This design comes from an exercise in tuning for small area and a short achievable clock period on the open sky130 flow, not from production work.
RTL that was checked went through simulation tests only; none was proved equivalent to the original.
Function not checked in runs 5 and 6: the RTL went through the layout flow alone.
Power and IR drop assume default switching activity.

--- flow/run.sh ---
#!/bin/bash
# synth_recipe.tcl (not shown) runs the flow's synth.tcl, then flattens the netlist and writes it again
# the make line also repeats each setting of config.mk as NAME=value (left out here)
make -C /OpenROAD-flow-scripts/flow DESIGN_CONFIG=/design/flow/config.mk WORK_HOME=/design/flow/orfs CLKGATE_MAP_FILE= SYNTH_SCRIPT=/design/flow/synth_recipe.tcl finish
--- flow/config.mk ---
export PLATFORM = sky130hd
export DESIGN_NAME = fft_r2sdf_stage
export DESIGN_NICKNAME = fft_r2sdf_stage
export VERILOG_FILES = /design/flow/design.v
export SDC_FILE = /design/flow/constraint.sdc
export NUM_CORES = 4
export LEC_CHECK = 0
export CAP_MARGIN = 20
export CORE_MARGIN = 2
export CORE_UTILIZATION = 40
export SLEW_MARGIN = 20
--- flow/constraint.sdc ---
create_clock -name core_clock -period 5.5 [get_ports {clk}]
set_input_delay 1.1000 -clock core_clock [delete_from_list [all_inputs] [get_ports {clk}]]
set_output_delay 1.1000 -clock core_clock [all_outputs]
set_load 0.01 [all_outputs]
--- flow/design.v ---
module fft_r2sdf_stage #(
  parameter int unsigned N_LOG2 = 8,
  parameter int unsigned STAGE  = 0,
  parameter int unsigned DW     = 16
) (
  input  logic          clk,
  input  logic          rst_n,
  input  logic          din_valid,
  input  logic          din_sop,
  input  logic [DW-1:0] din_re,
  input  logic [DW-1:0] din_im,
  output logic          dout_valid,
  output logic          dout_sop,
  output logic [DW-1:0] dout_re,
  output logic [DW-1:0] dout_im,
  output logic [15:0]   dout_theta
);
  localparam int unsigned D   = 2 ** (N_LOG2 - 1 - STAGE);
  localparam int unsigned CW  = N_LOG2 - STAGE;
  localparam int unsigned KW  = N_LOG2;
  localparam int unsigned DW1 = DW + 1;
  localparam int unsigned TW  = 16;
  localparam int unsigned AW  = (N_LOG2 + 10 > 18) ? N_LOG2 + 10 : 18;
  localparam logic signed [AW-1:0] NEG_QUARTER = AW'(-23040);
  logic [CW-1:0]  cnt, cnt_nxt, c_eff, m;
  logic           primed, primed_nxt;
  logic           fill, out_valid, out_sop, rot;
  logic [KW-1:0]  k;
  logic [AW-1:0]  prod;
  logic signed [AW-1:0]  raw, theta_w;
  logic signed [DW-1:0]  a_re, a_im, b_re, b_im;
  logic signed [DW-1:0]  sum_re, sum_im, dif_re, dif_im;
  logic signed [DW-1:0]  o_re, o_im, push_re, push_im;
  logic signed [DW1-1:0] sum_re_w, sum_im_w, dif_re_w, dif_im_w;
  logic signed [DW-1:0]  dl_re [D];
  logic signed [DW-1:0]  dl_im [D];
  always_comb begin
    c_eff      = din_sop ? '0 : cnt;
    fill       = ~c_eff[CW-1];
    m          = c_eff & CW'(D - 1);
    a_re       = dl_re[D-1];
    a_im       = dl_im[D-1];
    b_re       = din_re;
    b_im       = din_im;
    sum_re_w   = DW1'(a_re) + DW1'(b_re);
    sum_im_w   = DW1'(a_im) + DW1'(b_im);
    dif_re_w   = DW1'(a_re) - DW1'(b_re);
    dif_im_w   = DW1'(a_im) - DW1'(b_im);
    sum_re     = DW'(sum_re_w >>> 1);
    sum_im     = DW'(sum_im_w >>> 1);
    dif_re     = DW'(dif_re_w >>> 1);
    dif_im     = DW'(dif_im_w >>> 1);
    k          = fill ? (KW'(m) << STAGE) : '0;
    prod       = AW'(k) * AW'(360);
    raw        = -$signed(prod);
    rot        = fill && (raw < NEG_QUARTER);
    theta_w    = rot ? (raw - NEG_QUARTER) : raw;
    o_re       = fill ? a_re : sum_re;
    o_im       = fill ? a_im : sum_im;
    push_re    = fill ? b_re : dif_re;
    push_im    = fill ? b_im : dif_im;
    out_valid  = din_valid && (!fill || primed);
    out_sop    = out_valid && (c_eff == CW'(D));
    cnt_nxt    = cnt;
    primed_nxt = primed;
    if (rot) begin
      o_re = a_im;
      o_im = -a_re;
    end
    if (din_valid) begin
      cnt_nxt = c_eff + CW'(1);
      if (!fill) primed_nxt = 1'b1;
    end
  end
  always_ff @(posedge clk) begin
    if (din_valid) begin
      dl_re[0] <= push_re;
      dl_im[0] <= push_im;
      for (int unsigned i = 1; i < D; i++) begin
        dl_re[i] <= dl_re[i-1];
        dl_im[i] <= dl_im[i-1];
      end
    end
  end
  always_ff @(posedge clk or negedge rst_n) begin
    if (!rst_n) begin
      cnt        <= '0;
      primed     <= 1'b0;
      dout_valid <= 1'b0;
      dout_sop   <= 1'b0;
      dout_re    <= '0;
      dout_im    <= '0;
      dout_theta <= '0;
    end else begin
      cnt        <= cnt_nxt;
      primed     <= primed_nxt;
      dout_valid <= out_valid;
      dout_sop   <= out_sop;
      if (out_valid) begin
        dout_re    <= o_re;
        dout_im    <= o_im;
        dout_theta <= TW'(theta_w);
      end
    end
  end
endmodule
==> impl_metrics.yaml, run 1 <==
layout:
  area_growth_pct: 15.4
  drive_gt1_share_pct: 11.6
  nNetsFinal: 5752
clock_network:
  cts.htree.levels: 5
  numCtsBuffers: 400
  clk_pin_slew_ns: 0.06
  cts_tree: "built"
  post_cts_buffers: 0
  cts_sinks: 4152
  post_cts_resized: 0
  cts_root_buf: "clkbuf_16"
  clock_path_buffers: 4
  insertion_delay_ns: 0.94
  cts_hold_buf: 0
sta:
  period_share_pct: 93.4
  period_needed_ns: 5.14
  finalSetupViolCount: 0
  setup_slack_ns: 0.361
  rsz0062_at_grt: "no"
  max_freq_ghz: 0.195
  drv_slew: 0
  slew_headroom_pct: 24.7
  finalHoldViolCount: 0
  skew_ns: 0.0901
  worst_pin_slew_ns: 1.13
logic_synthesis:
  synth-seq-cells: 4152
  synth_top_family_by_area: "compound AO/OA/AOI/OAI gates"
  synth_flop_cell: "edfxtp_1"
  syn_area_per_cell_um2: 25.7
  synth_compound_area_share_pct: 1.46
  netlist_instances: 5084
  async_flop_share_pct: 1.35
  synth_xor_area_share_pct: 0.537
  syn_area_um2: 131000
  yosysSeqAreaShare_pct: 95.3
  yosys_warnings: 3
  yosys.area_share.simple_pct: 1.11
  synth_adder_area_share_pct: 0.955
  synth_mux_area_share_pct: 0.150
  synth_cell_types: 83
  synth_edf_count: 4096
global_route:
  grt-ovfl-total: 0
  top_usage_layer: "met1"
  grt_pass1_wl_um: 281000
  grt_usage_pct: 10.8
  grt_antenna_before_repair: 18
  grt_max_degree: 191
  met2_usage_pct: 15.1
  met3_usage_pct: 2.07
  grt_pass1_vias: 46836
  use_met1_pct: 16.5
power:
  ir_drop_v: 0.000276
  power_density_nw_per_um2: 440
  power.leakage_nw: 50.7
  total_power_mw: 66.3
die:
  num_rows: 209
  die_area_um2: 331000
  start_util_pct: 40.2
  core_um2: 325000
  fp.dieH_um: 575
  die_w_um: 575
  ioPinCount: 86
drt:
  drc: 0
  viasPerCell: 4.58
  drt_wl_total_um: 182000
  dr_total_vias: 47119
  ant_nets: 0
  drtIter0Drc: 4697
  drt_first_pass_iters: 5
  routedWlPerCell_um: 17.7
worst_setup_path:
  cp-start-kind: "primary input"
  crit_fanout: 17
  worstPathRequired_ns: 6.21
  worstSetupEndpointType: "flip-flop"
  worstPathArrival_ns: 5.85
  critPathKind: "primary input to flip-flop"
min_path:
  holdCritPathClass: "primary input to async pin"
outcome:
  outcome: "complete, no violations"
placement:
  gp_congestion: 0.783
  portBuffers: 82
  place.detailed.hpwl_um: 93400
  dp_worst_setup_slack_ns: -0.545
flow_run:
  maxCapViolCount: 0
[cell usage after synthesis (4+ instances only)]
cell type  number  share of area [%]
a211o_1         5              0.034
a221oi_1        4              0.027
a211oi_1       10              0.058
o211ai_1       14              0.081
o31ai_1        10              0.058
a31oi_1        14              0.067
a221o_1         4              0.031
and3_1          8              0.038
clkbuf_1       43               0.12
nand2b_1       13              0.062
dfrtp_1        56                1.1
nor3_1         30               0.12
xnor2_1        56               0.38
buf_4           4              0.023
fa_1           11               0.17
nor4_1          4              0.019
a21oi_1        71               0.27
o221ai_1        8              0.054
nand3_1        14              0.054
nand2_1       106               0.30
mux2i_1        15               0.12
o22ai_1         7              0.034
inv_1          91               0.26
nor2_1         86               0.25
nor2b_1        10              0.048
ha_1           82               0.79
edfxtp_1     4096                 94
mux2_2          4              0.035
or3_1           9              0.043
a21o_1          8              0.046
nor3b_1         4              0.023
o41ai_1         6              0.040
o21ai_0        72               0.28
or2_2           6              0.029
o21bai_1        6              0.035
xor2_1         24               0.16
a2bb2oi_1       4              0.027
o21a_1          5              0.029
[layout make-up]
type	instances	area, um2
inverter	91	342
multi-input combinational	787	5550
antenna	5	12.5
clock inverter	251	2530
fill	26033	174000
tap	4325	5410
clock buffer	487	10400
timing repair buffer	191	1940
sequential	4152	124000
[critical path, cell delays in order]
cell and delay [ns]:
clkdlybuf4s50_1 0.49, nor2_1 0.26, nand2_1 0.13, inv_1 0.07, ha_1 0.24, ha_1 0.28, inv_1 0.05, fa_1 0.52
inv_1 0.06, buf_4 0.13, ha_1 0.30, a211oi_2 0.29, o21ai_0 0.14, a32oi_1 0.35, a31oi_4 0.19, o31ai_4 0.27
buf_4 0.18, buf_4 0.21, buf_12 0.18, mux2i_1 0.21, o221ai_1 0.15
[kinds of logic (layout without fill, tap and decap cells)]
kind of cell,count (synthesis),after routing
other,1,8
muxes,19,19
xor gates and xnor gates,80,80
adders and majority gates,93,93
DFF,4152,4152
buffers and inverters,147,1020
AOI/OAI and AO/OA,283,283
and+or+nand+nor,309,309
[path summary, 6_finish.rpt]
kind,depth (start not counted),start,slack [ns],end
worst max-delay path,21,din_sop,0.36,dout_re[12]
max in group asynchronous,2,rst_n,4.34,dout_re[5]
worst max register to register,17,cnt[2],0.71,dout_re[12]
worst min register to register,0,dl_re[89][3],0.35,dl_re[90][3]
worst min-delay path,1,rst_n,0.16,dout_theta[9]
min in group core_clock,0,dl_re[89][3],0.35,dl_re[90][3]
[registers in the layout, summed over array words and instances (netlist names)]
signal,count
primed,1
dout_valid,1
dl_im,2048
cnt,8
dout_sop,1
dout_re,16
dout_theta,13
dl_re,2048
dout_im,16
[layout by cell type, fill, tap and decap left out, types with 7 or more instances in the layout]
cell type and n:
ha_1 82, o221ai_1 8, clkinv_1 106, edfxtp_1 4096, a211oi_1 10, a21oi_1 71, mux2i_1 15, xnor2_1 56
inv_6 11, clkinv_16 11, nand2b_1 12, clkdlybuf4s50_1 80, nor2b_1 10, o211ai_1 14, nand2_1 106, nor2_1 85
inv_1 91, xor2_1 24, clkinv_2 64, nand3_1 14, nor3_1 30, a21o_1 8, clkbuf_1 82, and3_1 8
a31oi_1 14, fa_1 11, o22ai_1 7, o21ai_0 72, or3_1 9, bufinv_16 40, dfrtp_1 56, clkbuf_16 405
clkinvlp_4 11, buf_4 86, o31ai_1 10, buf_12 23
[stage by stage]
step           setup TNS, ns  hold slack (ns)  instance area (um2)  utilization (%)  std cells
6_report                   0            0.155               151000             46.4      10289
5_1_grt                    0            0.114               151000             46.4      10287
3_5_place_dp          -16.98            0.405               138000             42.4       9546
4_1_cts                    0           0.0756               151000             46.4      10284
2_1_floorplan              0            0.400               131000                -       5086
3_3_place_gp          -16.69            0.400               138000             42.4       9546
[routing by layer]
metal / share of wire [%] / vias to the layer above / wire [um]
li1: - / 21420 / -
met1: 49 / 24347 / 89600
met2: 43 / 893 / 78600
met3: 4.1 / 455 / 7560
met4: 3.7 / 4 / 6710
met5: 0.013 / - / 23
[power breakdown]
| part | switching, mW | internal (mW) |
|---|---|---|
| Combinational | 1.38 | 0.739 |
| Clock | 11.2 | 15.4 |
| Sequential | 0.675 | 36.9 |
==> run 2: changes to the inputs <==
==> flow/design.v (replaced) <==
module fft_r2sdf_stage #(
  parameter int unsigned N_LOG2 = 8,
  parameter int unsigned STAGE  = 0,
  parameter int unsigned DW     = 16
) (
  input  logic          clk,
  input  logic          rst_n,
  input  logic          din_valid,
  input  logic          din_sop,
  input  logic [DW-1:0] din_re,
  input  logic [DW-1:0] din_im,
  output logic          dout_valid,
  output logic          dout_sop,
  output logic [DW-1:0] dout_re,
  output logic [DW-1:0] dout_im,
  output logic [15:0]   dout_theta
);
  localparam int unsigned D   = 2 ** (N_LOG2 - 1 - STAGE);
  localparam int unsigned CW  = N_LOG2 - STAGE;
  localparam int unsigned DW1 = DW + 1;
  logic [CW-1:0]         cnt;
  logic                  primed;
  logic                  bfly, rot0;
  logic [CW-2:0]         mq;
  logic [15:0]           th_cnt;
  logic signed [DW-1:0]  a_re, a_im, pre_re, pre_im, fil_re, fil_im;
  logic signed [DW-1:0]  sum_re, sum_im, dif_re, dif_im;
  logic signed [DW-1:0]  o_re, o_im, push_re, push_im;
  logic signed [DW1-1:0] sum_re_w, sum_im_w, dif_re_w, dif_im_w;
  logic signed [DW-1:0]  dl_re [D];
  logic signed [DW-1:0]  dl_im [D];
  always_comb begin
    a_re   = dl_re[D-1];
    a_im   = dl_im[D-1];
    rot0   = ~cnt[CW-1] && (cnt[CW-2:0] > (CW-1)'(D/2));
    pre_re = rot0 ? a_im : a_re;
    pre_im = rot0 ? -a_re : a_im;
    mq     = rot0 ? cnt[CW-2:0] - (CW-1)'(D/2) : cnt[CW-2:0];
    th_cnt = cnt[CW-1] ? 16'd0 : 16'(-(32'(mq) * 32'd360));
  end
  always_comb begin
    bfly     = cnt[CW-1] & ~din_sop;
    sum_re_w = DW1'(a_re) + DW1'($signed(din_re));
    sum_im_w = DW1'(a_im) + DW1'($signed(din_im));
    dif_re_w = DW1'(a_re) - DW1'($signed(din_re));
    dif_im_w = DW1'(a_im) - DW1'($signed(din_im));
    sum_re   = DW'(sum_re_w >>> 1);
    sum_im   = DW'(sum_im_w >>> 1);
    dif_re   = DW'(dif_re_w >>> 1);
    dif_im   = DW'(dif_im_w >>> 1);
    fil_re   = din_sop ? a_re : pre_re;
    fil_im   = din_sop ? a_im : pre_im;
    o_re     = bfly ? sum_re : fil_re;
    o_im     = bfly ? sum_im : fil_im;
    push_re  = bfly ? dif_re : din_re;
    push_im  = bfly ? dif_im : din_im;
  end
  always_ff @(posedge clk) begin
    if (din_valid) begin
      dl_re[0] <= push_re;
      dl_im[0] <= push_im;
      for (int unsigned i = 1; i < D; i++) begin
        dl_re[i] <= dl_re[i-1];
        dl_im[i] <= dl_im[i-1];
      end
    end
  end
  always_ff @(posedge clk) begin
    dout_re          <= o_re;
    dout_im          <= o_im;
    dout_theta[15:3] <= din_sop ? 13'd0 : th_cnt[15:3];
  end
  assign dout_theta[2:0] = 3'd0;   
  always_ff @(posedge clk or negedge rst_n) begin
    if (!rst_n) begin
      cnt        <= '0;
      primed     <= 1'b0;
      dout_valid <= 1'b0;
      dout_sop   <= 1'b0;
    end else begin
      dout_valid <= din_valid & (bfly | primed);
      dout_sop   <= din_valid & ~din_sop & (cnt == CW'(D));
      if (din_valid) begin
        cnt <= din_sop ? CW'(1) : cnt + CW'(1);
        if (bfly) primed <= 1'b1;
      end
    end
  end
endmodule
==> run 2 against run 1 <==
Against the previous run: highest routed layer is now met4; setup slack improved by 0.088 ns; utilization fell by 0.31 points; critical endpoint is now dout_theta[15]; die area fell by 0.63%; synthesized cell count fell by 2.0%; still clean; sequential power barely moved; total power fell by 2.9%; routed wire length fell by 3.2%; clock power fell by 3%; final cell count fell by 1.4%.
==> impl_metrics.yaml, run 2 <==
placement:
  placed_cells: 9422
  gp_congestion: 0.792
  place.detailed.hpwl_um: 90500
  portBuffers: 82
worst_setup_path:
  worstPathRequired_ns: 6.28
  critPathKind: "flip-flop to flip-flop"
  crit_fanout: 8
  path_cells: "inv_1 -> ha_1 -> inv_1 -> nor4b_1 -> o21a_1 -> ha_1 -> inv_1 -> fa_1 -> fa_1 -> inv_1 -> ha_1 -> xor2_1 -> or4_4 -> or3_1 -> nor4_4 -> nand3_1 -> a21oi_2"
  cp-start-kind: "flip-flop"
  cpPeakStageDelay_ns: 0.52
  critPathTopFamily: "simple AND/OR/NAND/NOR gates"
  worstPathArrival_ns: 5.83
  critPathSlowestCell: "fa_1"
  reg2reg_slack_ns: 0.45
  critical_path_buf_inv_count: 4
  crit_top_cell: "inv_1"
  worstSetupEndpointType: "flip-flop"
logic_synthesis:
  netlist_instances: 4980
  synth_edf_count: 4096
  synth_flop_cell: "edfxtp_1"
  synth_cell_types: 70
  synth_area_leader_cell: "edfxtp_1"
  yosysSeqAreaShare_pct: 95.8
  yosys_warnings: 4
  synth_area_leaders: "edfxtp_1 95%, ha_1 0.83%, dfxtp_1 0.69%"
  yosysTopAreaCellShare_pct: 94.9
  synth_top_cells_by_count: "4,096 x edfxtp_1, 86 x ha_1, 81 x inv_1"
  synth_most_common_cell: "edfxtp_1"
  syn_area_per_cell_um2: 26.0
  syn_area_um2: 130000
  async_flop_share_pct: 0.265
  synth-seq-cells: 4152
clock_network:
  numCtsBuffers: 390
  post_cts_buffers: 0
  post_cts_resized: 0
  cts_root_buf: "clkbuf_16"
  cts.htree.levels: 5
  cts_hold_buf: 0
  insertion_delay_ns: 0.87
  clock_path_buffers: 4
  cts_sinks: 4152
  cts_tree: "built"
  clk_pin_slew_ns: 0.06
sta:
  period_share_pct: 91.8
  finalHoldViolCount: 0
  rsz0062_at_grt: "no"
  period_needed_ns: 5.05
  skew_ns: 0.0656
  drv_slew: 0
  max_freq_ghz: 0.198
  finalSetupViolCount: 0
  worst_pin_slew_ns: 1.01
  timing.setup.tns_ns: 0
  slew_headroom_pct: 32.7
global_route:
  grt_max_degree: 171
  grt_usage_pct: 10.4
  grt-ovfl-total: 0
  grt_pass1_vias: 44665
  grt_antenna_before_repair: 30
  grt_pass1_wl_um: 269000
die:
  die_w_um: 573
  die_area_um2: 329000
  fp.dieH_um: 573
  core_um2: 323000
  num_rows: 209
  ioPinCount: 86
  start_util_pct: 40.1
drt:
  ant_nets: 0
  routedWlPerCell_um: 17.4
  drt_wl_total_um: 177000
  drtIter0Drc: 4182
  viasPerCell: 4.52
  drc: 0
  dr_total_vias: 45797
  drt_first_pass_iters: 5
layout:
  stdcell_count: 10140
  largestRegisters: "dl_im (2048), dl_re (2048)"
  drive_gt1_share_pct: 11.2
  final_cell_mix: "4,096 x edfxtp_1, 396 x clkbuf_16, 93 x clkbuf_1, 86 x ha_1"
  area_growth_pct: 15.0
  nNetsFinal: 5623
  mostFrequentLayoutCell: "edfxtp_1"
power:
  power.leakage_nw: 50.1
  power_density_nw_per_um2: 432
  ir_drop_v: 0.000384
outcome:
  outcome: "complete, no violations"
min_path:
  holdCritPathClass: "flip-flop to flip-flop"
flow_run:
  maxCapViolCount: 0
## run 2: area by class of cell
cell class,instances,area (um2)
Timing Repair Buffer,166,1880
Tap cell,4325,5410
Antenna cell,9,22.5
Fill cell,26113,174000
Inverter,81,304
Clock buffer,493,10300
Sequential cell,4152,124000
Clock inverter,216,2050
Multi-Input combinational cell,698,4990
## run 2: stage by stage
step / setup WS (ns) / total power [mW] / util [%] / cell area (um2) / hold WS, ns
global route: 0.138 / 66.9 / 46.1 / 149000 / 0.368
floorplan: 0.984 / 38.1 / - / 130000 / 0.400
detailed placement: 0.505 / 39.3 / 42.3 / 137000 / 0.405
finish: 0.449 / 64.4 / 46.1 / 149000 / 0.365
CTS: 0.436 / 65.4 / 46.1 / 149000 / 0.355
global placement: 0.453 / 39.3 / 42.3 / 137000 / 0.400
## run 2: metal layers
layer	vias to the layer above	global-route usage (%)	wire, um
met1	23709	15.9	86700
met4	0	4.29	6320
li1	20946	-	-
met5	-	0	0
met3	397	1.78	6470
met2	745	14.8	77200
## run 2: report_power, final
group / internal, mW / switching, mW / leakage [nW]
clock: 14.9 / 10.9 / 6.05
sequential: 36.8 / 0.551 / 40.6
combinational: 0.357 / 0.962 / 3.47
total: 52.0 / 12.4 / 50.1
## run 2: worst paths after layout
kind / startpoint / to / cells past startpoint
max reg2reg: cnt[0] / dout_theta[15] / 17
max: cnt[0] / dout_theta[15] / 17
min reg2reg: dl_im[73][6] / dl_im[74][6] / 0
max in group asynchronous: rst_n / cnt[5] / 1
min in group asynchronous: rst_n / dout_valid / 1
min: dl_im[73][6] / dl_im[74][6] / 0
## run 2: cells by family (layout without fill, tap and decap cells)
family                     Yosys count  count (layout)  share of synthesized area (%)
AOI/OAI and AO/OA                  251             251                           1.20
xor gates and xnor gates            73              73                          0.493
adders and majority gates           98              98                           1.02
buffers and inverters              132             956                          0.410
DFF                               4152            4152                           95.8
muxes                               18              18                          0.145
other                                1              12                        0.00289
and+or+nand+nor                    255             255                          0.972
==> run 3: changes to the inputs <==
--- a/flow/design.v
+++ b/flow/design.v
@@ -21,7 +21,6 @@
   logic [CW-1:0]         cnt;
   logic                  primed;
   logic                  bfly, rot0;
-  logic [CW-2:0]         mq;
   logic [15:0]           th_cnt;
   logic signed [DW-1:0]  a_re, a_im, pre_re, pre_im, fil_re, fil_im;
   logic signed [DW-1:0]  sum_re, sum_im, dif_re, dif_im;
@@ -35,8 +34,11 @@
     rot0   = ~cnt[CW-1] && (cnt[CW-2:0] > (CW-1)'(D/2));
     pre_re = rot0 ? a_im : a_re;
     pre_im = rot0 ? -a_re : a_im;
-    mq     = rot0 ? cnt[CW-2:0] - (CW-1)'(D/2) : cnt[CW-2:0];
-    th_cnt = cnt[CW-1] ? 16'd0 : 16'(-(32'(mq) * 32'd360));
+    th_cnt = '0;
+    for (int i = 0; i < D; i++)
+      if (cnt[CW-2:0] == (CW-1)'(i))
+        th_cnt = 16'(-360 * ((i > D/2) ? i - D/2 : i));
+    if (cnt[CW-1]) th_cnt = '0;
   end
   always_comb begin
     bfly     = cnt[CW-1] & ~din_sop;
--- a/flow/config.mk
+++ b/flow/config.mk
@@ -5,7 +5,9 @@
 export SDC_FILE = /design/flow/constraint.sdc
 export NUM_CORES = 4
 export LEC_CHECK = 0
+export ABC_CLOCK_PERIOD_IN_PS = 2000
 export CAP_MARGIN = 20
 export CORE_MARGIN = 2
 export CORE_UTILIZATION = 40
+export SETUP_SLACK_MARGIN = 3.0
 export SLEW_MARGIN = 20
==> run 3 against run 2 <==
Against the previous run: still clean on timing, DRC and antenna; global-route usage grew 1.6 points; final area grew 3.7%; critical path type unchanged; sequential cell count is the same; critical path depth shrank 9; non-clock buffer count grew 179; sequential power is essentially flat; fmax grew 88%; clock skew shrank 0.017 ns; die area grew 1.8%; setup slack gained 2.4 ns; first-iteration DRC count grew 25%; critical endpoint is now dout_im[15].
==> impl_metrics.yaml, run 3 <==
power:
  ir_drop_v: 0.000276
  power_density_nw_per_um2: 426
  power.leakage_nw: 52.0
  total_power_mw: 65.9
sta:
  slew_headroom_pct: 22.0
  setup_slack_ns: 2.81
  timing.setup.tns_ns: 0
  finalHoldViolCount: 0
  skew_ns: 0.0482
  period_share_pct: 48.9
  drv_slew: 0
  hold_slack_ns: 0.380
  max_freq_ghz: 0.372
  finalSetupViolCount: 0
  worst_pin_slew_ns: 1.17
  period_needed_ns: 2.69
  rsz0062_at_grt: "yes"
logic_synthesis:
  syn_area_um2: 132000
  synth_flop_cell: "edfxtp_1"
  synth_area_leaders: "edfxtp_1 93%, dfxtp_1 0.68%, ha_1 0.62%"
  netlist_instances: 5474
  yosys_warnings: 4
  synth_cell_types: 80
  yosysSeqAreaShare_pct: 94.1
  yosysTopAreaCellShare_pct: 93.2
  synth_area_leader_cell: "edfxtp_1"
  synth_edf_count: 4096
  async_flop_share_pct: 0.265
  synth_top_cells_by_count: "4,096 x edfxtp_1, 151 x nor2_1, 142 x o21ai_0"
  synth-seq-cells: 4152
  syn_area_per_cell_um2: 24.1
  synth_most_common_cell: "edfxtp_1"
die:
  core_um2: 328000
  num_rows: 210
  die_w_um: 578
  ioPinCount: 86
  die_area_um2: 335000
  start_util_pct: 40.2
  fp.dieH_um: 578
drt:
  drt_wl_total_um: 208000
  ant_nets: 0
  routedWlPerCell_um: 19.3
  drtIter0Drc: 5232
  drt_first_pass_iters: 6
  dr_total_vias: 50950
  viasPerCell: 4.74
  drc: 0
worst_setup_path:
  worstPathArrival_ns: 3.41
  cp-start-kind: "flip-flop"
  reg2reg_slack_ns: 2.81
  timing.rr.start: "dl_re[127][3]"
  crit_fanout: 2
  critPathKind: "flip-flop to flip-flop"
  worstSetupEndpointType: "flip-flop"
  r2r_end: "dout_im[15]"
  worstPathRequired_ns: 6.23
  worstRegToRegCells: 8
layout:
  mostFrequentLayoutCell: "edfxtp_1"
  stdcell_area_um2: 155000
  final_cell_mix: "4,096 x edfxtp_1, 404 x clkbuf_16, 175 x buf_4, 121 x nor2_1, 120 x nand2_1"
  area_growth_pct: 17.2
  largestRegisters: "dl_im (2048), dl_re (2048)"
  fillCellCount: 26329
  nNetsFinal: 6197
  drive_gt1_share_pct: 17.9
  stdcell_count: 10760
  fin_util_pct: 47.2
global_route:
  grt_max_degree: 166
  grt_pass1_vias: 50034
  grt_usage_pct: 12.0
  grt_antenna_before_repair: 32
  grt_pass1_wl_um: 312000
  grt-ovfl-total: 0
min_path:
  hold_depth: 0
  min-delay-start: "dl_re[70][11]"
  whs_endpoint: "dl_re[71][11]"
  holdCritPathClass: "flip-flop to flip-flop"
clock_network:
  cts.htree.levels: 5
  clock_path_buffers: 4
  numCtsBuffers: 390
  cts_sinks: 4152
  cts_hold_buf: 0
  cts_tree: "built"
  insertion_delay_ns: 0.89
  clk_pin_slew_ns: 0.06
  cts_root_buf: "clkbuf_16"
placement:
  gp_congestion: 0.838
  dp_worst_setup_slack_ns: 1.42
  placed_cells: 9895
  portBuffers: 82
  dpl-instance-area_um2: 139000
  place.detailed.hpwl_um: 106000
outcome:
  outcome: "complete, no violations"
flow_run:
  maxCapViolCount: 0
## run 3: cell types whose count changed in the layout (fill, tap and decap cells not counted), moves of 27 or more
cell             before  now
a21oi_1              73  110
buf_4                51  175
buf_6                 0   57
clkdlybuf4s50_1      81   17
dfxtp_1              45   10
ha_1                 86   39
inv_1                81   54
nand2_1              72  120
nor2_1               76  121
o21ai_1               6   33
## run 3: kinds of logic (layout without fill, tap and decap cells)
family	Yosys count	count (layout)	share of synthesized area, %
flip-flops	4152	4152	94.1
AO/OA/AOI/OAI	527	527	2.53
AND/OR/NAND/NOR	458	458	1.62
buffers and inverters	191	1121	0.562
adder cells (fa/ha/maj)	69	69	0.677
XOR/XNOR	57	57	0.378
multiplexers	19	19	0.152
other	1	11	0.00284
## run 3: layer usage
metal | part of all wire (%) | track usage [%]
met5 | 0.012 | 0
met4 | 3.7 | 4.51
met3 | 4.1 | 2.07
met2 | 44 | 17.7
met1 | 48 | 18.0
## run 3: final cells by class
cell class | instances | area [um2] | share of cell area [%]
clock inverters | 237 | 2090 | 1.35
well taps | 4346 | 5440 | 3.52
flip-flops and latches | 4152 | 124000 | 80.3
clock buffers | 469 | 10200 | 6.62
repair buffers | 345 | 3750 | 2.42
diodes | 8 | 20.0 | 0.0129
inverters | 70 | 318 | 0.205
multi-input cells | 1133 | 8580 | 5.54
## run 3: repair_timing
item,4_1_cts,5_1_grt
setup endpoints to repair,108,93
buffers inserted,101,42
gates cloned,2,6
pin swaps,81,94
gates resized for setup,555,114
## run 3: power by group
part | switching [mW] | internal [mW]
Sequential | 0.612 | 36.8
Clock | 11.0 | 14.7
Combinational | 1.80 | 0.970
Total | 13.4 | 52.5
## run 3: how the worst max path moves through the flow
stage / from / end / depth (start not counted)
finish: dl_re[127][3] / dout_im[15] / 8
global route: dl_re[127][1] / dl_re[0][15] / 11
CTS: dout_valid / dout_valid / 1
detailed placement: din_im[0] / dl_im[0][11] / 11
global placement: din_im[0] / dout_im[15] / 11
floorplan: din_im[0] / dout_im[15] / 10
## run 3: worst max-delay path: stages, from the launching register on
cell	delay [ns]
edfxtp_1	0.54
or4_4	0.55
or3_4	0.41
or3b_4	0.42
nor3_4	0.12
xor2_1	0.16
nor2_1	0.06
a211oi_2	0.17
o22ai_1	0.09
==> run 4: changes to the inputs <==
--- a/flow/config.mk
+++ b/flow/config.mk
@@ -8,6 +8,8 @@
 export ABC_CLOCK_PERIOD_IN_PS = 2000
 export CAP_MARGIN = 20
 export CORE_MARGIN = 2
-export CORE_UTILIZATION = 40
+export CORE_UTILIZATION = 65
+export CTS_CLUSTER_DIAMETER = 80
+export CTS_CLUSTER_SIZE = 30
 export SETUP_SLACK_MARGIN = 3.0
 export SLEW_MARGIN = 20
==> run 4 against run 3 <==
Against the previous run: still clean; synthesized cell count is the same; routed wire length decreased by 5.8%; utilization increased by 25 points; critical path type unchanged; critical endpoint unchanged; largest power group unchanged; highest routed layer is now met4.
==> impl_metrics.yaml, run 4 <==
outcome:
  outcome: "complete, no violations"
logic_synthesis:
  synth_cell_types: 80
  synth_edf_count: 4096
  synth_flop_cell: "edfxtp_1"
  yosysSeqAreaShare_pct: 94.1
  synth-seq-cells: 4152
  netlist_instances: 5474
  synth_most_common_cell: "edfxtp_1"
  synth_top_cells_by_count: "4,096 x edfxtp_1, 151 x nor2_1, 142 x o21ai_0"
  synth_area_leaders: "edfxtp_1 93%, dfxtp_1 0.68%, ha_1 0.62%"
  synth_area_leader_cell: "edfxtp_1"
  yosys_warnings: 4
  syn_area_um2: 132000
  yosysTopAreaCellShare_pct: 93.2
  syn_area_per_cell_um2: 24.1
  async_flop_share_pct: 0.265
placement:
  portBuffers: 82
  gp_congestion: 0.856
  place.detailed.hpwl_um: 104000
  dpl-instance-area_um2: 137000
  dp_worst_setup_slack_ns: 1.50
min_path:
  holdCritPathClass: "flip-flop to flip-flop"
worst_setup_path:
  worstPathArrival_ns: 3.45
  critPathSlowestCell: "or4_4"
  worstSetupEndpointType: "flip-flop"
  crit_fanout: 3
  worstPathRequired_ns: 6.21
  path_cells: "buf_12 -> or4_4 -> or3_4 -> or3b_4 -> nor3_4 -> xor2_1 -> nor2_1 -> a211oi_2 -> o22ai_1"
  critPathTopFamily: "simple AND/OR/NAND/NOR gates"
  critPathKind: "flip-flop to flip-flop"
  cpPeakStageDelay_ns: 0.51
  cp-start-kind: "flip-flop"
  critical_path_buf_inv_count: 1
die:
  core_um2: 202000
  die_w_um: 455
  ioPinCount: 86
  die_area_um2: 207000
  fp.dieH_um: 455
  num_rows: 165
  start_util_pct: 65.4
power:
  ir_drop_v: 0.000406
  power.leakage_nw: 48.3
  power_density_nw_per_um2: 376
global_route:
  grt-ovfl-total: 0
  grt_usage_pct: 18.8
  grt_pass1_vias: 46284
  grt_antenna_before_repair: 32
  grt_max_degree: 199
  grt_pass1_wl_um: 288000
clock_network:
  cts.htree.levels: 4
  cts_root_buf: "clkbuf_16"
  insertion_delay_ns: 0.84
  clock_path_buffers: 3
  cts_hold_buf: 0
  cts_tree: "built"
  cts_sinks: 4152
  clk_pin_slew_ns: 0.10
  numCtsBuffers: 163
sta:
  timing.setup.tns_ns: 0
  period_needed_ns: 2.73
  finalHoldViolCount: 0
  skew_ns: 0.0335
  rsz0062_at_grt: "yes"
  period_share_pct: 49.7
  slew_headroom_pct: 32.0
  max_freq_ghz: 0.366
  finalSetupViolCount: 0
  drv_slew: 0
  setup_slack_ns: 2.77
  worst_pin_slew_ns: 1.02
layout:
  drive_gt1_share_pct: 14.1
  mostFrequentLayoutCell: "edfxtp_1"
  area_growth_pct: 9.93
  largestRegisters: "dl_im (2048), dl_re (2048)"
  stdcell_area_um2: 145000
  nNetsFinal: 6001
  fillCellCount: 11587
  final_cell_mix: "4,096 x edfxtp_1, 207 x buf_4, 173 x clkbuf_16, 122 x nor2_1, 117 x nand2_1"
drt:
  drtIter0Drc: 5305
  drt_wl_total_um: 196000
  dr_total_vias: 48990
  routedWlPerCell_um: 22.7
  drt_first_pass_iters: 5
  ant_nets: 0
  drc: 0
  viasPerCell: 5.68
flow_run:
  maxCapViolCount: 0
[run 4: cell counts after synthesis]
Identical to the previous run, type by type.
[run 4: worst paths after layout]
path,start,end,slack (ns),depth (start not counted)
worst max-delay path,dl_re[127][2],dout_im[15],2.77,9
worst min-delay path,dl_im[3][13],dl_im[4][13],0.41,0
worst max register to register,dl_re[127][2],dout_im[15],2.77,9
worst min register to register,dl_im[3][13],dl_im[4][13],0.41,0
max in group asynchronous,rst_n,cnt[6],4.30,1
min in group asynchronous,rst_n,dout_valid,0.66,1
[run 4: logic make-up after synthesis]
kind of cell	Yosys count	share of synthesized area [%]
muxes	19	0.152
AOI/OAI and AO/OA	527	2.53
other	1	0.00284
buffers and inverters	191	0.562
xor gates and xnor gates	57	0.378
adders and majority gates	69	0.677
DFF	4152	94.1
and+or+nand+nor	458	1.62
[run 4: layout make-up]
| cell class | instances | area [um2] | share of cell area, % |
|---|---|---|---|
| timing repair buffer | 376 | 3930 | 2.71 |
| sequential | 4152 | 124000 | 85.7 |
| tap | 2672 | 3340 | 2.30 |
| inverter | 70 | 322 | 0.222 |
| multi-input combinational | 1133 | 8470 | 5.84 |
| antenna | 5 | 12.5 | 0.00862 |
| clock buffer | 196 | 4330 | 2.98 |
| clock inverter | 25 | 403 | 0.278 |
[run 4: timing repair]
action	CTS	global route
buffers inserted	138	37
pin swaps	82	97
resized for setup	506	129
gates cloned	8	3
endpoints found under the setup margin	111	80
[run 4: power breakdown]
group	switching, mW	internal (mW)	total, mW	leakage [nW]
sequential	0.609	36.8	37.4	40.6
clock	8.54	5.81	14.3	2.30
combinational	1.80	0.976	2.78	5.41
[run 4: layer usage]
metal  GRT usage, %  vias to the layer above  part of all wire (%)
met5              0                        -                     0
met4           5.48                        0                   2.8
met3           2.62                      340                   3.9
met2           27.6                     1002                    46
met1           30.3                    25260                    48
li1               -                    22388                     -
[run 4: per-stage QoR]
step	power [mW]	hold WS, ns	std cells	util (%)
finish	54.5	0.410	8629	71.9
global route	56.4	0.414	8628	71.9
CTS	55.0	0.411	8584	71.4
detailed placement	40.2	0.405	8217	68.0
global placement	40.2	0.400	8217	68.0
floorplan	38.7	0.400	5476	-
==> run 5: changes to the inputs <==
--- a/flow/design.v
+++ b/flow/design.v
@@ -22,7 +22,7 @@
   logic                  primed;
   logic                  bfly, rot0;
   logic [15:0]           th_cnt;
-  logic signed [DW-1:0]  a_re, a_im, pre_re, pre_im, fil_re, fil_im;
+  logic signed [DW-1:0]  a_re, a_im, neg_re, pre_re, pre_im, fil_re, fil_im;
   logic signed [DW-1:0]  sum_re, sum_im, dif_re, dif_im;
   logic signed [DW-1:0]  o_re, o_im, push_re, push_im;
   logic signed [DW1-1:0] sum_re_w, sum_im_w, dif_re_w, dif_im_w;
@@ -33,7 +33,9 @@
     a_im   = dl_im[D-1];
     rot0   = ~cnt[CW-1] && (cnt[CW-2:0] > (CW-1)'(D/2));
     pre_re = rot0 ? a_im : a_re;
-    pre_im = rot0 ? -a_re : a_im;
+    for (int i = 0; i < DW; i++)
+      neg_re[i] = a_re[i] ^ (|(a_re & DW'((1 << i) - 1)));
+    pre_im = rot0 ? neg_re : a_im;
     th_cnt = '0;
     for (int i = 0; i < D; i++)
       if (cnt[CW-2:0] == (CW-1)'(i))
--- a/flow/config.mk
+++ b/flow/config.mk
@@ -5,7 +5,7 @@
 export SDC_FILE = /design/flow/constraint.sdc
 export NUM_CORES = 4
 export LEC_CHECK = 0
-export ABC_CLOCK_PERIOD_IN_PS = 2000
+export ABC_CLOCK_PERIOD_IN_PS = 1000
 export CAP_MARGIN = 20
 export CORE_MARGIN = 2
 export CORE_UTILIZATION = 65
==> run 5 against run 4 <==
Against the previous run: critical path type unchanged; highest routed layer is now met5; final cell count is 0.21% higher; total power hardly changed; still clean on timing, DRC and antenna; global-route usage is 0.82 points higher; clock power hardly changed; die area hardly changed; clock skew is 0.0068 ns higher; utilization is 0.29 points higher; synthesized cell count is 0.15% higher; routed wire length is 5.3% higher.
==> impl_metrics.yaml, run 5 <==
min_path:
  hold_depth: 0
  holdCritPathClass: "flip-flop to flip-flop"
  min-delay-start: "dl_im[76][8]"
  whs_endpoint: "dl_im[77][8]"
worst_setup_path:
  r2r_end: "dout_theta[3]"
  worstRegToRegCells: 10
  worstPathArrival_ns: 3.61
  cp-start-kind: "flip-flop"
  timing.rr.start: "cnt[2]"
  critPathKind: "flip-flop to flip-flop"
  worstSetupEndpointType: "flip-flop"
  crit_fanout: 7
  reg2reg_slack_ns: 2.60
  worstPathRequired_ns: 6.21
sta:
  skew_ns: 0.0404
  drv_slew: 0
  timing.setup.tns_ns: 0
  finalHoldViolCount: 0
  period_share_pct: 52.8
  worst_pin_slew_ns: 1.05
  slew_headroom_pct: 29.8
  max_freq_ghz: 0.345
  period_needed_ns: 2.90
  finalSetupViolCount: 0
  rsz0062_at_grt: "yes"
global_route:
  grt_pass1_vias: 46919
  grt-ovfl-total: 0
  grt_antenna_before_repair: 19
  grt_usage_pct: 19.6
  grt_max_degree: 174
  grt_pass1_wl_um: 298000
layout:
  area_growth_pct: 10.4
  final_cell_mix: "4,096 x edfxtp_1, 195 x buf_4, 169 x clkbuf_16, 115 x nand2_1, 109 x nor2_1"
  stdcell_area_um2: 146000
  nNetsFinal: 6024
  stdcell_count: 8647
  drive_gt1_share_pct: 14.7
  mostFrequentLayoutCell: "edfxtp_1"
  largestRegisters: "dl_im (2048), dl_re (2048)"
clock_network:
  cts_sinks: 4152
  clock_path_buffers: 3
  cts_tree: "built"
  numCtsBuffers: 162
  cts_root_buf: "clkbuf_16"
  clk_pin_slew_ns: 0.11
  cts.htree.levels: 4
  insertion_delay_ns: 0.85
flow_run:
  maxCapViolCount: 0
power:
  ir_drop_v: 0.000387
  power_frac_seq_pct: 68.7
  power.leakage_nw: 48.5
  clkPwrFrac_pct: 26.3
  switching_power_mw: 10.9
  combPwrFrac_pct: 5.0
  power_density_nw_per_um2: 373
  swShare_pct: 20.1
  p_int_mw: 43.5
placement:
  gp_congestion: 0.905
  place.detailed.hpwl_um: 110000
  placed_cells: 8231
  dpl-instance-area_um2: 137000
  portBuffers: 82
logic_synthesis:
  synth_cell_types: 85
  syn_area_per_cell_um2: 24.1
  synth_mux_area_share_pct: 0.0464
  synth_edf_count: 4096
  synth_top_family_by_area: "compound AO/OA/AOI/OAI gates"
  synth_adder_area_share_pct: 0.705
  synth_area_leaders: "edfxtp_1 93%, dfxtp_1 0.68%, ha_1 0.64%"
  synth_xor_area_share_pct: 0.317
  yosys_warnings: 4
  async_flop_share_pct: 0.265
  synth-seq-cells: 4152
  synth_top_cells_by_count: "4,096 x edfxtp_1, 130 x nor2_1, 129 x nand2_1"
  syn_area_um2: 132000
  yosys.area_share.simple_pct: 1.71
  netlist_instances: 5482
  synth_most_common_cell: "edfxtp_1"
  synth_flop_cell: "edfxtp_1"
  yosysSeqAreaShare_pct: 94.0
  synth_compound_area_share_pct: 2.64
  synth_area_leader_cell: "edfxtp_1"
  yosysTopAreaCellShare_pct: 93.1
die:
  core_um2: 202000
  fp.dieH_um: 455
  die_area_um2: 207000
  num_rows: 165
  die_w_um: 455
  start_util_pct: 65.4
  ioPinCount: 86
drt:
  drt_first_pass_iters: 8
  dr_total_vias: 49708
  viasPerCell: 5.75
  drtIter0Drc: 5103
  drt_wl_total_um: 206000
  ant_nets: 0
  routedWlPerCell_um: 23.9
  drc: 0
outcome:
  outcome: "complete, no violations"
[run 5: changes by cell type after synthesis, sizes merged, moves of 7 or more]
cell,change
clkbuf,+13
buf,-7
a22oi,+12
a211oi,-15
a311oi,+9
and3,+11
xnor2,-9
mux2,-7
a31oi,+8
nor3,+12
nor2,-21
[run 5: critical path: stages (launching register included)]
cell      delay [ns]
dfrtp_4         0.58
buf_4           0.22
nor2b_1         0.36
buf_4           0.29
o21ai_1         0.16
a21oi_1         0.16
a211o_1         0.21
o311ai_1        0.14
o21ai_1         0.17
o41ai_2         0.10
a41oi_2         0.36
[run 5: repair_timing]
item / CTS / global route
resized for setup: 484 / 192
hold buffers: 0 / 0
buffers inserted: 118 / 62
pin swaps: 62 / 129
endpoints found under the setup margin: 119 / 79
gates cloned: 8 / 5
[run 5: through the flow]
step	hold WS, ns	total power [mW]	setup slack (ns)	utilization (%)
after global placement	0.400	40.1	1.42	68.0
final	0.399	54.5	2.60	72.1
after floorplan	0.400	38.6	2.34	-
after CTS	0.397	54.8	2.65	71.4
after global routing	0.407	56.3	2.58	72.1
after detailed placement	0.405	40.1	1.37	68.0
[run 5: worst max-delay path by stage]
stage	from	to
floorplan	din_im[2]	dl_im[0][14]
global placement	din_re[0]	dl_re[0][15]
finish	cnt[2]	dout_theta[3]
global route	dl_re[127][1]	dout_im[14]
detailed placement	din_re[0]	dl_re[0][15]
CTS	dl_re[127][1]	dout_im[14]
[run 5: cell type report]
cell class,instances,area [um2]
multi-input cells,1139,8780
diodes,8,20.0
clock buffers,185,4200
fillers,11299,56300
clock inverters,30,554
repair buffers,394,4330
well taps,2672,3340
flip-flops and latches,4152,124000
inverters,67,307
[run 5: power groups by stage]
stage | Clock (mW) | Sequential, mW | Combinational, mW
after floorplan | 0 | 37.8 | 0.819
after global placement | 0 | 38.1 | 1.99
after detailed placement | 0 | 38.1 | 2.00
after CTS | 15.0 | 37.5 | 2.38
after global routing | 15.8 | 37.6 | 2.87
final | 14.3 | 37.4 | 2.71
[run 5: routing by layer]
metal / share of wire, % / track usage, % / up-vias
li1: - / - / 22508
met1: 47 / 31.3 / 25706
met2: 44 / 27.8 / 1112
met3: 4.4 / 2.78 / 380
met4: 4.3 / 8.45 / 2
met5: 0.0063 / 0 / -
[run 5: cell families after synthesis]
family | after synthesis
flops | 4152
compound gates | 543
simple gates | 467
buf+inv | 194
fa+ha+maj | 72
xor+xnor | 47
mux | 6
other cells | 1
==> run 6: changes to the inputs <==
==> flow/flow/run.sh (new file) <==
#!/bin/bash
# Standard ORFS layout, with the port buffers made from plain buffers instead of the
# delay-cell buffers buffer_ports picks by default.
set -euo pipefail
export BUFFER_PORTS_ARGS="-buffer_cell sky130_fd_sc_hd__buf_4"
bash standard.sh > standard.log 2>&1
==> flow/standard.sh (new file) <==
#!/bin/bash
# synth_recipe.tcl (not shown) runs the flow's synth.tcl, then flattens the netlist and writes it again
# the make line also repeats each setting of config.mk as NAME=value (left out here)
make -C /OpenROAD-flow-scripts/flow DESIGN_CONFIG=/design/flow/config.mk WORK_HOME=/design/flow/orfs CLKGATE_MAP_FILE= SYNTH_SCRIPT=/design/flow/synth_recipe.tcl "${@:-finish}"
--- a/flow/config.mk
+++ b/flow/config.mk
@@ -5,7 +5,7 @@
 export SDC_FILE = /design/flow/constraint.sdc
 export NUM_CORES = 4
 export LEC_CHECK = 0
-export ABC_CLOCK_PERIOD_IN_PS = 1000
+export ABC_CLOCK_PERIOD_IN_PS = 2000
 export CAP_MARGIN = 20
 export CORE_MARGIN = 2
 export CORE_UTILIZATION = 65
removed: flow/run.sh
==> run 6 against run 5 <==
Against the previous run: routed wire length is 3.2% lower; combinational power down 4%; utilization down 0.23 points; clock-buffer cell count increased by 5; clock power hardly changed; final area down 0.32%; critical path depth decreased by 1; die area unchanged; non-clock buffer count down 16.
==> impl_metrics.yaml, run 6 <==
layout:
  final_cell_mix: "4,096 x edfxtp_1, 227 x buf_4, 168 x clkbuf_16, 109 x nor2_1, 108 x nand2_1"
  nNetsFinal: 6011
  largestRegisters: "dl_im (2048), dl_re (2048)"
  fillCellCount: 11422
  stdcell_area_um2: 145000
  mostFrequentLayoutCell: "edfxtp_1"
  area_growth_pct: 10.0
  drive_gt1_share_pct: 14.8
placement:
  portBuffers: 82
  dpl-instance-area_um2: 137000
  place.detailed.hpwl_um: 110000
  dp_worst_setup_slack_ns: 1.80
  gp_congestion: 0.892
logic_synthesis:
  synth-seq-cells: 4152
  synth_top_cells_by_count: "4,096 x edfxtp_1, 130 x nor2_1, 129 x nand2_1"
  yosys_warnings: 4
  async_flop_share_pct: 0.265
  yosysSeqAreaShare_pct: 94.0
  synth_area_leader_cell: "edfxtp_1"
  yosysTopAreaCellShare_pct: 93.1
  syn_area_per_cell_um2: 24.1
  syn_area_um2: 132000
  netlist_instances: 5482
  synth_flop_cell: "edfxtp_1"
  synth_area_leaders: "edfxtp_1 93%, dfxtp_1 0.68%, ha_1 0.64%"
  synth_most_common_cell: "edfxtp_1"
  synth_cell_types: 85
  synth_edf_count: 4096
drt:
  viasPerCell: 5.72
  routedWlPerCell_um: 23.1
  drc: 0
  drt_wl_total_um: 200000
  drtIter0Drc: 4956
  met2WireLength_um: 85900
  drt_first_pass_iters: 6
  m1WireLength_um: 95500
  dr_total_vias: 49419
  wl_met3_um: 8370
  top_layer: "met4"
  ant_nets: 0
die:
  fp.dieH_um: 455
  start_util_pct: 65.4
  ioPinCount: 86
  core_um2: 202000
  die_area_um2: 207000
  num_rows: 165
  die_w_um: 455
global_route:
  grt_antenna_before_repair: 11
  grt_pass1_vias: 46436
  grt_usage_pct: 18.9
  grt_pass1_wl_um: 290000
  grt_max_degree: 184
  grt-ovfl-total: 0
worst_setup_path:
  critPathKind: "flip-flop to flip-flop"
  cp-start-kind: "flip-flop"
  timing.rr.start: "dl_im[127][1]"
  crit_fanout: 3
  worstSetupEndpointType: "flip-flop"
  critical_path.startpoint: "dl_im[127][1]"
  worstPathArrival_ns: 3.49
  worstPathRequired_ns: 6.22
clock_network:
  numCtsBuffers: 164
  clock_path_buffers: 3
  clk_pin_slew_ns: 0.11
  cts_sinks: 4152
  cts_root_buf: "clkbuf_16"
  cts_tree: "built"
  insertion_delay_ns: 0.86
  cts.htree.levels: 4
sta:
  skew_ns: 0.0487
  drv_slew: 0
  rsz0062_at_grt: "yes"
  slew_headroom_pct: 29.9
  worst_pin_slew_ns: 1.05
  finalSetupViolCount: 0
  setup_slack_ns: 2.72
  period_needed_ns: 2.78
  max_freq_ghz: 0.360
  finalHoldViolCount: 0
  timing.setup.tns_ns: 0
  period_share_pct: 50.5
  hold_slack_ns: 0.113
flow_run:
  maxCapViolCount: 0
power:
  total_power_mw: 54.4
  power_density_nw_per_um2: 374
  ir_drop_v: 0.000412
  power.leakage_nw: 48.4
outcome:
  outcome: "complete, no violations"
min_path:
  holdCritPathClass: "primary input to async pin"
run 6: cell types whose count changed in the layout (fill, tap and decap cells not counted), moves of 8 or more:
cell | previous run | this run
a22oi_1 | 6 | 23
a22oi_2 | 18 | 1
buf_2 | 11 | 1
buf_4 | 195 | 227
clkdlybuf4s50_1 | 20 | 0
dlygate4sd2_1 | 8 | 0
ha_1 | 46 | 55
nand2_2 | 9 | 17
o21ai_0 | 79 | 68
run 6: report_power, final:
group / switching (mW) / internal, mW
Combinational: 1.71 / 0.903
Sequential: 0.627 / 36.8
Clock: 8.60 / 5.77
run 6: cell families after synthesis:
kind of cell,Yosys count,synth area share [%]
AND/OR/NAND/NOR,467,1.71
adder cells (fa/ha/maj),72,0.705
other,1,0.00284
XOR/XNOR,47,0.317
AO/OA/AOI/OAI,543,2.64
buffers and inverters,194,0.574
flip-flops,4152,94.0
multiplexers,6,0.0464
run 6: final timing paths:
check                                     to  slack, ns  cells after the start
worst max-delay path             dout_im[14]       2.72                      9
worst min-delay path                dout_sop       0.11                      1
worst max register to register   dout_im[14]       2.72                      9
worst min register to register  dl_im[69][6]       0.40                      0
max in group asynchronous             cnt[1]       5.13                      1
min in group core_clock         dl_im[69][6]       0.40                      0
run 6: what timing repair did:
action,4_1_cts,5_1_grt
hold buffers,0,0
resized for setup,279,174
setup endpoints to repair,112,83
hold endpoints to repair,0,0
gates cloned,2,5
buffers inserted,105,71
pin swaps,50,87
run 6: layer usage:
metal  global-route usage, %  vias to the layer above
met4                    8.81                        0
met1                    30.5                    25426
met3                    2.72                      384
met5                       0                        -
met2                    26.3                     1127
li1                        -                    22482
run 6: cell type report:
class	count	area (um2)	share of cell area (%)
well taps	2672	3340	2.30
clock buffers	190	4220	2.91
clock inverters	35	583	0.401
diodes	12	30.0	0.0207
multi-input cells	1140	8570	5.90
inverters	67	304	0.209
flip-flops and latches	4152	124000	85.5
repair buffers	378	3990	2.75
run 6: critical path, cell delays in order, from the launching register on:
cell       delay, ns
edfxtp_1        0.51
ha_1            0.36
nand4bb_4       0.26
a31oi_4         0.16
o211a_1         0.19
o211ai_1        0.14
a2111o_1        0.45
nand3_1         0.11
a2111oi_0       0.09
or3b_1          0.37
run 6: per-stage QoR:
stage	util (%)	instances
finish	71.9	8646
global route	71.9	8643
CTS	71.2	8558
detailed placement	67.9	8226
global placement	67.9	8226
floorplan	-	5484
==> run 7: changes to the inputs <==
--- a/flow/design.v
+++ b/flow/design.v
@@ -25,9 +25,29 @@
   logic signed [DW-1:0]  a_re, a_im, neg_re, pre_re, pre_im, fil_re, fil_im;
   logic signed [DW-1:0]  sum_re, sum_im, dif_re, dif_im;
   logic signed [DW-1:0]  o_re, o_im, push_re, push_im;
-  logic signed [DW1-1:0] sum_re_w, sum_im_w, dif_re_w, dif_im_w;
   logic signed [DW-1:0]  dl_re [D];
   logic signed [DW-1:0]  dl_im [D];
+  function automatic logic [DW-1:0] add_half(input logic [DW-1:0] x, input logic [DW-1:0] y,
+                                             input logic ci);
+    logic [DW-1:0] p, g, gg, pp, gn, pn, c;
+    p  = x ^ y;
+    g  = x & y;
+    gg = g;
+    pp = p;
+    gg[0] = g[0] | (p[0] & ci);
+    for (int d = 1; d < DW; d = d * 2) begin
+      gn = gg;
+      pn = pp;
+      for (int i = d; i < DW; i++) begin
+        gn[i] = gg[i] | (pp[i] & gg[i-d]);
+        pn[i] = pp[i] & pp[i-d];
+      end
+      gg = gn;
+      pp = pn;
+    end
+    c = {gg[DW-2:0], ci};
+    add_half = {p[DW-1] ^ gg[DW-1], p[DW-1:1] ^ c[DW-1:1]};
+  endfunction
   always_comb begin
     a_re   = dl_re[D-1];
     a_im   = dl_im[D-1];
@@ -44,14 +64,10 @@
   end
   always_comb begin
     bfly     = cnt[CW-1] & ~din_sop;
-    sum_re_w = DW1'(a_re) + DW1'($signed(din_re));
-    sum_im_w = DW1'(a_im) + DW1'($signed(din_im));
-    dif_re_w = DW1'(a_re) - DW1'($signed(din_re));
-    dif_im_w = DW1'(a_im) - DW1'($signed(din_im));
-    sum_re   = DW'(sum_re_w >>> 1);
-    sum_im   = DW'(sum_im_w >>> 1);
-    dif_re   = DW'(dif_re_w >>> 1);
-    dif_im   = DW'(dif_im_w >>> 1);
+    sum_re   = add_half(a_re, din_re, 1'b0);
+    sum_im   = add_half(a_im, din_im, 1'b0);
+    dif_re   = add_half(a_re, ~din_re, 1'b1);
+    dif_im   = add_half(a_im, ~din_im, 1'b1);
     fil_re   = din_sop ? a_re : pre_re;
     fil_im   = din_sop ? a_im : pre_im;
     o_re     = bfly ? sum_re : fil_re;
==> run 7 against run 6 <==
Against the previous run: fmax decreased by 6.6%; first-iteration DRC count increased by 1.9%; critical path depth increased by 4; final cell count decreased by 1.8%; register-to-register slack got worse by 0.20 ns; area after synthesis decreased by 0.76%; critical path type unchanged; highest routed layer is now met5.
==> impl_metrics.yaml, run 7 <==
drt:
  ant_nets: 0
  drt_first_pass_iters: 5
  viasPerCell: 5.63
  drt_wl_total_um: 191000
  drtIter0Drc: 5048
  drc: 0
  routedWlPerCell_um: 22.5
  dr_total_vias: 47838
die:
  start_util_pct: 65.5
  num_rows: 164
  fp.dieH_um: 453
  die_w_um: 453
  die_area_um2: 205000
  core_um2: 200000
  ioPinCount: 86
sta:
  rsz0062_at_grt: "yes"
  skew_ns: 0.0436
  period_needed_ns: 2.97
  finalSetupViolCount: 0
  finalHoldViolCount: 0
  period_share_pct: 54.0
  worst_pin_slew_ns: 1.20
  drv_slew: 0
  setup_slack_ns: 2.53
  timing.setup.tns_ns: 0
  max_freq_ghz: 0.336
  slew_headroom_pct: 20.2
worst_setup_path:
  cp-start-kind: "flip-flop"
  crit_fanout: 3
  worstSetupEndpointType: "flip-flop"
  worstPathRequired_ns: 6.21
  critPathKind: "flip-flop to flip-flop"
  worstPathArrival_ns: 3.68
placement:
  portBuffers: 82
  dp_worst_setup_slack_ns: 1.80
  placed_cells: 8072
  place.detailed.hpwl_um: 106000
  gp_congestion: 0.871
global_route:
  use_met1_pct: 29.7
  grt_usage_pct: 18.5
  grt_pass1_wl_um: 282000
  grt-ovfl-total: 0
  top_usage_layer: "met1"
  met2_usage_pct: 26.7
  grt_max_degree: 195
  met3_usage_pct: 2.91
  grt_pass1_vias: 45056
  grt_antenna_before_repair: 27
logic_synthesis:
  netlist_instances: 5321
  yosysTopAreaCellShare_pct: 93.8
  syn_area_per_cell_um2: 24.6
  synth_cell_types: 81
  yosysSeqAreaShare_pct: 94.7
  syn_area_um2: 131000
  synth_flop_cell: "edfxtp_1"
  synth_edf_count: 4096
  synth-seq-cells: 4152
  synth_area_leaders: "edfxtp_1 94%, dfxtp_1 0.69%, ha_1 0.65%"
  synth_area_leader_cell: "edfxtp_1"
  synth_top_cells_by_count: "4,096 x edfxtp_1, 139 x o21ai_0, 126 x nand2_1"
  yosys_warnings: 4
  synth_most_common_cell: "edfxtp_1"
  async_flop_share_pct: 0.265
layout:
  nNetsFinal: 5862
  drive_gt1_share_pct: 14.7
  fillCellCount: 11382
  area_growth_pct: 9.83
  stdcell_count: 8493
  largestRegisters: "dl_im (2048), dl_re (2048)"
  mostFrequentLayoutCell: "edfxtp_1"
  final_cell_mix: "4,096 x edfxtp_1, 254 x buf_4, 166 x clkbuf_16, 106 x nand2_1, 98 x nor2_1"
power:
  switching_power_mw: 10.8
  p_int_mw: 43.3
  ir_drop_v: 0.000356
  power_frac_seq_pct: 69.1
  power_density_nw_per_um2: 376
  power.leakage_nw: 47.9
  combPwrFrac_pct: 4.8
  swShare_pct: 19.9
  clkPwrFrac_pct: 26.1
min_path:
  holdCritPathClass: "primary input to async pin"
clock_network:
  cts.htree.levels: 4
  cts_hold_buf: 0
  cts_tree: "built"
  clock_path_buffers: 3
  clk_pin_slew_ns: 0.11
  numCtsBuffers: 161
  insertion_delay_ns: 0.84
  cts_root_buf: "clkbuf_16"
  cts_sinks: 4152
outcome:
  outcome: "complete, no violations"
flow_run:
  maxCapViolCount: 0
## run 7: cell types whose count changed after synthesis, moves of 11 or more
cell	change
o21ai_0	+46
nor2b_1	-16
or2_2	+11
o21ai_1	-62
clkbuf_1	-24
nand3_1	-11
## run 7: stage by stage
step	total power, mW	instance area [um2]	hold WS [ns]	utilization, %
3_5_place_dp	40.1	136000	0.405	68.0
3_3_place_gp	40.1	136000	0.401	68.0
4_1_cts	54.6	143000	0.0321	71.4
6_report	54.1	144000	0.116	72.0
2_1_floorplan	38.6	131000	0.400	-
5_1_grt	56.1	144000	0.0564	72.0
## run 7: what timing repair did
item,CTS,global route
pin swaps,46,94
resized for setup,316,161
setup endpoints to repair,94,85
gates cloned,3,0
hold endpoints to repair,0,0
setup buffers,101,71
## run 7: logic make-up (layout without fill, tap and decap cells)
group | after synthesis | in the layout | share of synthesized area [%]
AO/OA/AOI/OAI | 467 | 467 | 2.23
XOR/XNOR | 54 | 54 | 0.367
adder cells (fa/ha/maj) | 72 | 72 | 0.710
buffers and inverters | 173 | 678 | 0.513
flip-flops | 4152 | 4152 | 94.7
multiplexers | 5 | 5 | 0.0391
other | 1 | 12 | 0.00286
AND/OR/NAND/NOR | 397 | 397 | 1.41
## run 7: layer usage
| metal | vias to the layer above | wire length, um |
|---|---|---|
| met5 | - | 76 |
| met4 | 12 | 6730 |
| met3 | 323 | 7620 |
| met2 | 906 | 85900 |
| met1 | 24712 | 91000 |
| li1 | 21885 | - |
## run 7: power groups by stage
stage / sequential, mW / combinational (mW) / clock [mW]
2_1_floorplan: 37.8 / 0.791 / 0
3_3_place_gp: 38.1 / 1.99 / 0
3_5_place_dp: 38.1 / 1.99 / 0
4_1_cts: 37.5 / 2.34 / 14.8
5_1_grt: 37.6 / 2.75 / 15.7
6_report: 37.4 / 2.58 / 14.1
## run 7: final timing paths
check                               end     startpoint  slack (ns)  cells after the start
setup / recovery            dout_im[13]  dl_re[127][1]        2.53                     13
setup reg to reg            dout_im[13]  dl_re[127][1]        2.53                     13
hold / removal                   cnt[7]          rst_n        0.12                      1
max in group asynchronous        cnt[3]          rst_n        5.16                      1
min in group core_clock    dl_im[28][2]   dl_im[27][2]        0.40                      0
hold reg to reg            dl_im[28][2]   dl_im[27][2]        0.40                      0
## run 7: layout make-up
| type | instances | area [um2] | area share [%] |
|---|---|---|---|
| Inverter | 75 | 347 | 0.241 |
| Sequential cell | 4152 | 124000 | 86.3 |
| Timing Repair Buffer | 366 | 3620 | 2.51 |
| Clock inverter | 27 | 354 | 0.246 |
| Multi-Input combinational cell | 998 | 7700 | 5.35 |
| Tap cell | 2656 | 3320 | 2.31 |
| Antenna cell | 9 | 22.5 | 0.0156 |
| Clock buffer | 210 | 4320 | 3.00 |
## run 7: critical path: stages (launching register included)
cell and delay [ns]:
edfxtp_1 0.44, inv_2 0.11, ha_4 0.13, nor3b_4 0.18, nand2_1 0.10, or2_4 0.24, or4_4 0.41, or2_4 0.24
or3_4 0.33, buf_4 0.15, buf_6 0.12, xor2_1 0.14, a22oi_1 0.17, o21ai_1 0.08
==> run 8: changes to the inputs <==
--- a/flow/config.mk
+++ b/flow/config.mk
@@ -5,7 +5,7 @@
 export SDC_FILE = /design/flow/constraint.sdc
 export NUM_CORES = 4
 export LEC_CHECK = 0
-export ABC_CLOCK_PERIOD_IN_PS = 2000
+export ABC_CLOCK_PERIOD_IN_PS = 800
 export CAP_MARGIN = 20
 export CORE_MARGIN = 2
 export CORE_UTILIZATION = 65
==> run 8 against run 7 <==
Against the previous run: critical endpoint unchanged; synthesized cell count unchanged; register-to-register slack about the same; utilization unchanged; non-clock buffer count unchanged; largest cell class unchanged; clock skew unchanged; clock power about the same; largest power group unchanged; via count unchanged; fmax unchanged.
==> impl_metrics.yaml, run 8 <==
power:
  power.leakage_nw: 47.9
  clkPwrFrac_pct: 26.1
  swShare_pct: 19.9
  power_frac_seq_pct: 69.1
  ir_drop_v: 0.000356
  p_int_mw: 43.3
  combPwrFrac_pct: 4.8
  power_density_nw_per_um2: 376
  switching_power_mw: 10.8
  total_power_mw: 54.1
worst_setup_path:
  r2r_end: "dout_im[13]"
  worstRegToRegCells: 13
  path_depth: 13
  endpoint: "dout_im[13]"
  worstSetupEndpointType: "flip-flop"
  timing.rr.start: "dl_re[127][1]"
  critPathKind: "flip-flop to flip-flop"
  cp-start-kind: "flip-flop"
  crit_top_cell: "or2_4"
  cpPeakStageDelay_ns: 0.44
  critical_path_buf_inv_count: 3
  reg2reg_slack_ns: 2.53
  critPathSlowestCell: "edfxtp_1"
  worstPathArrival_ns: 3.68
  worstPathRequired_ns: 6.21
  path_cells: "inv_2 -> ha_4 -> nor3b_4 -> nand2_1 -> or2_4 -> or4_4 -> or2_4 -> or3_4 -> buf_4 -> buf_6 -> xor2_1 -> a22oi_1 -> o21ai_1"
  critical_path.startpoint: "dl_re[127][1]"
  crit_fanout: 3
  critPathTopFamily: "simple AND/OR/NAND/NOR gates"
drt:
  drtIter0Drc: 5048
  drt_first_pass_iters: 5
  viasPerCell: 5.63
  dr_total_vias: 47838
  drc: 0
  ant_nets: 0
  drt_wl_total_um: 191000
  routedWlPerCell_um: 22.5
clock_network:
  numCtsBuffers: 161
  cts.htree.levels: 4
  insertion_delay_ns: 0.84
  cts_sinks: 4152
  cts_root_buf: "clkbuf_16"
  cts_tree: "built"
  clock_path_buffers: 3
  clk_pin_slew_ns: 0.11
sta:
  finalSetupViolCount: 0
  period_share_pct: 54.0
  skew_ns: 0.0436
  max_freq_ghz: 0.336
  worst_pin_slew_ns: 1.20
  slew_headroom_pct: 20.2
  rsz0062_at_grt: "yes"
  period_needed_ns: 2.97
  timing.setup.tns_ns: 0
  drv_slew: 0
  finalHoldViolCount: 0
placement:
  place.detailed.hpwl_um: 106000
  dpl-instance-area_um2: 136000
  gp_congestion: 0.871
  portBuffers: 82
logic_synthesis:
  synth_flop_cell: "edfxtp_1"
  synth_top_cells_by_count: "4,096 x edfxtp_1, 139 x o21ai_0, 126 x nand2_1"
  yosysSeqAreaShare_pct: 94.7
  syn_area_per_cell_um2: 24.6
  netlist_instances: 5321
  async_flop_share_pct: 0.265
  synth_most_common_cell: "edfxtp_1"
  synth_edf_count: 4096
  syn_area_um2: 131000
  synth_area_leaders: "edfxtp_1 94%, dfxtp_1 0.69%, ha_1 0.65%"
  yosysTopAreaCellShare_pct: 93.8
  synth_cell_types: 81
  synth-seq-cells: 4152
  yosys_warnings: 4
  synth_area_leader_cell: "edfxtp_1"
min_path:
  holdCritPathClass: "primary input to async pin"
die:
  die_area_um2: 205000
  core_um2: 200000
  die_w_um: 453
  num_rows: 164
  fp.dieH_um: 453
  ioPinCount: 86
  start_util_pct: 65.5
flow_run:
  maxCapViolCount: 0
layout:
  fin_util_pct: 72.0
  largestRegisters: "dl_im (2048), dl_re (2048)"
  area_growth_pct: 9.83
  mostFrequentLayoutCell: "edfxtp_1"
  stdcell_area_um2: 144000
  fillCellCount: 11382
  final_cell_mix: "4,096 x edfxtp_1, 254 x buf_4, 166 x clkbuf_16, 106 x nand2_1, 98 x nor2_1"
  drive_gt1_share_pct: 14.7
  nNetsFinal: 5862
global_route:
  grt-ovfl-total: 0
  grt_pass1_vias: 45056
  grt_usage_pct: 18.5
  grt_pass1_wl_um: 282000
  grt_max_degree: 195
  grt_antenna_before_repair: 27
outcome:
  outcome: "complete, no violations"
run 8: worst min path at each step:
stage                       start              to  slack, ns  cells past startpoint
floorplan            dl_im[99][0]   dl_im[100][0]       0.40                      0
global placement    dl_re[50][11]   dl_re[51][11]       0.40                      0
detailed placement  dl_im[99][11]  dl_im[100][11]       0.40                      0
CTS                         rst_n        dout_sop       0.03                      1
global route                rst_n        dout_sop       0.06                      1
finish                      rst_n          cnt[7]       0.12                      1
run 8: layout make-up:
type	instances	area [um2]	share of cell area, %
sequential	4152	124000	86.3
timing repair buffer	366	3620	2.51
clock inverter	27	354	0.246
multi-input combinational	998	7700	5.35
antenna	9	22.5	0.0156
tap	2656	3320	2.31
inverter	75	347	0.241
clock buffer	210	4320	3.00
run 8: per-stage QoR:
step	worst slack, ns	instances	hold WS, ns
6_report	2.53	8493	0.116
2_1_floorplan	2.18	5323	0.400
3_5_place_dp	1.80	8072	0.405
3_3_place_gp	1.77	8072	0.401
4_1_cts	2.56	8413	0.0321
5_1_grt	2.43	8492	0.0564
run 8: power groups by stage:
stage	logic, mW	clock network [mW]	registers, mW
floorplan	0.791	0	37.8
global placement	1.99	0	38.1
detailed placement	1.99	0	38.1
CTS	2.34	14.8	37.5
global route	2.75	15.7	37.6
finish	2.58	14.1	37.4
run 8: cells by family (layout without fill, tap and decap cells):
kind of cell,after synthesis,in the layout,share of synthesized area [%]
muxes,5,5,0.0391
DFF,4152,4152,94.7
AOI/OAI and AO/OA,467,467,2.23
other,1,12,0.00286
and+or+nand+nor,397,397,1.41
buffers and inverters,173,678,0.513
xor gates and xnor gates,54,54,0.367
adders and majority gates,72,72,0.710
run 8: timing repair:
item | 4_1_cts | 5_1_grt
buffers inserted | 101 | 71
gates cloned | 3 | 0
gates resized for setup | 316 | 161
endpoints found under the setup margin | 94 | 85
hold buffers | 0 | 0
pin swaps | 46 | 94
run 8: metal layers:
metal  GRT usage [%]  wire [um]  vias to the layer above
li1                -          -                    21885
met1            29.7      91000                    24712
met2            26.7      85900                      906
met3            2.91       7620                      323
met4            6.44       6730                       12
met5               0         76                        -

Setup slack of run 8, layout unchanged: 2.528 ns with ideal ports, 2.528 ns with driving cells assumed (clock clkbuf_16, inputs buf_2), 1.732 ns with port delays also shifted by the 0.907 ns mid clock arrival.
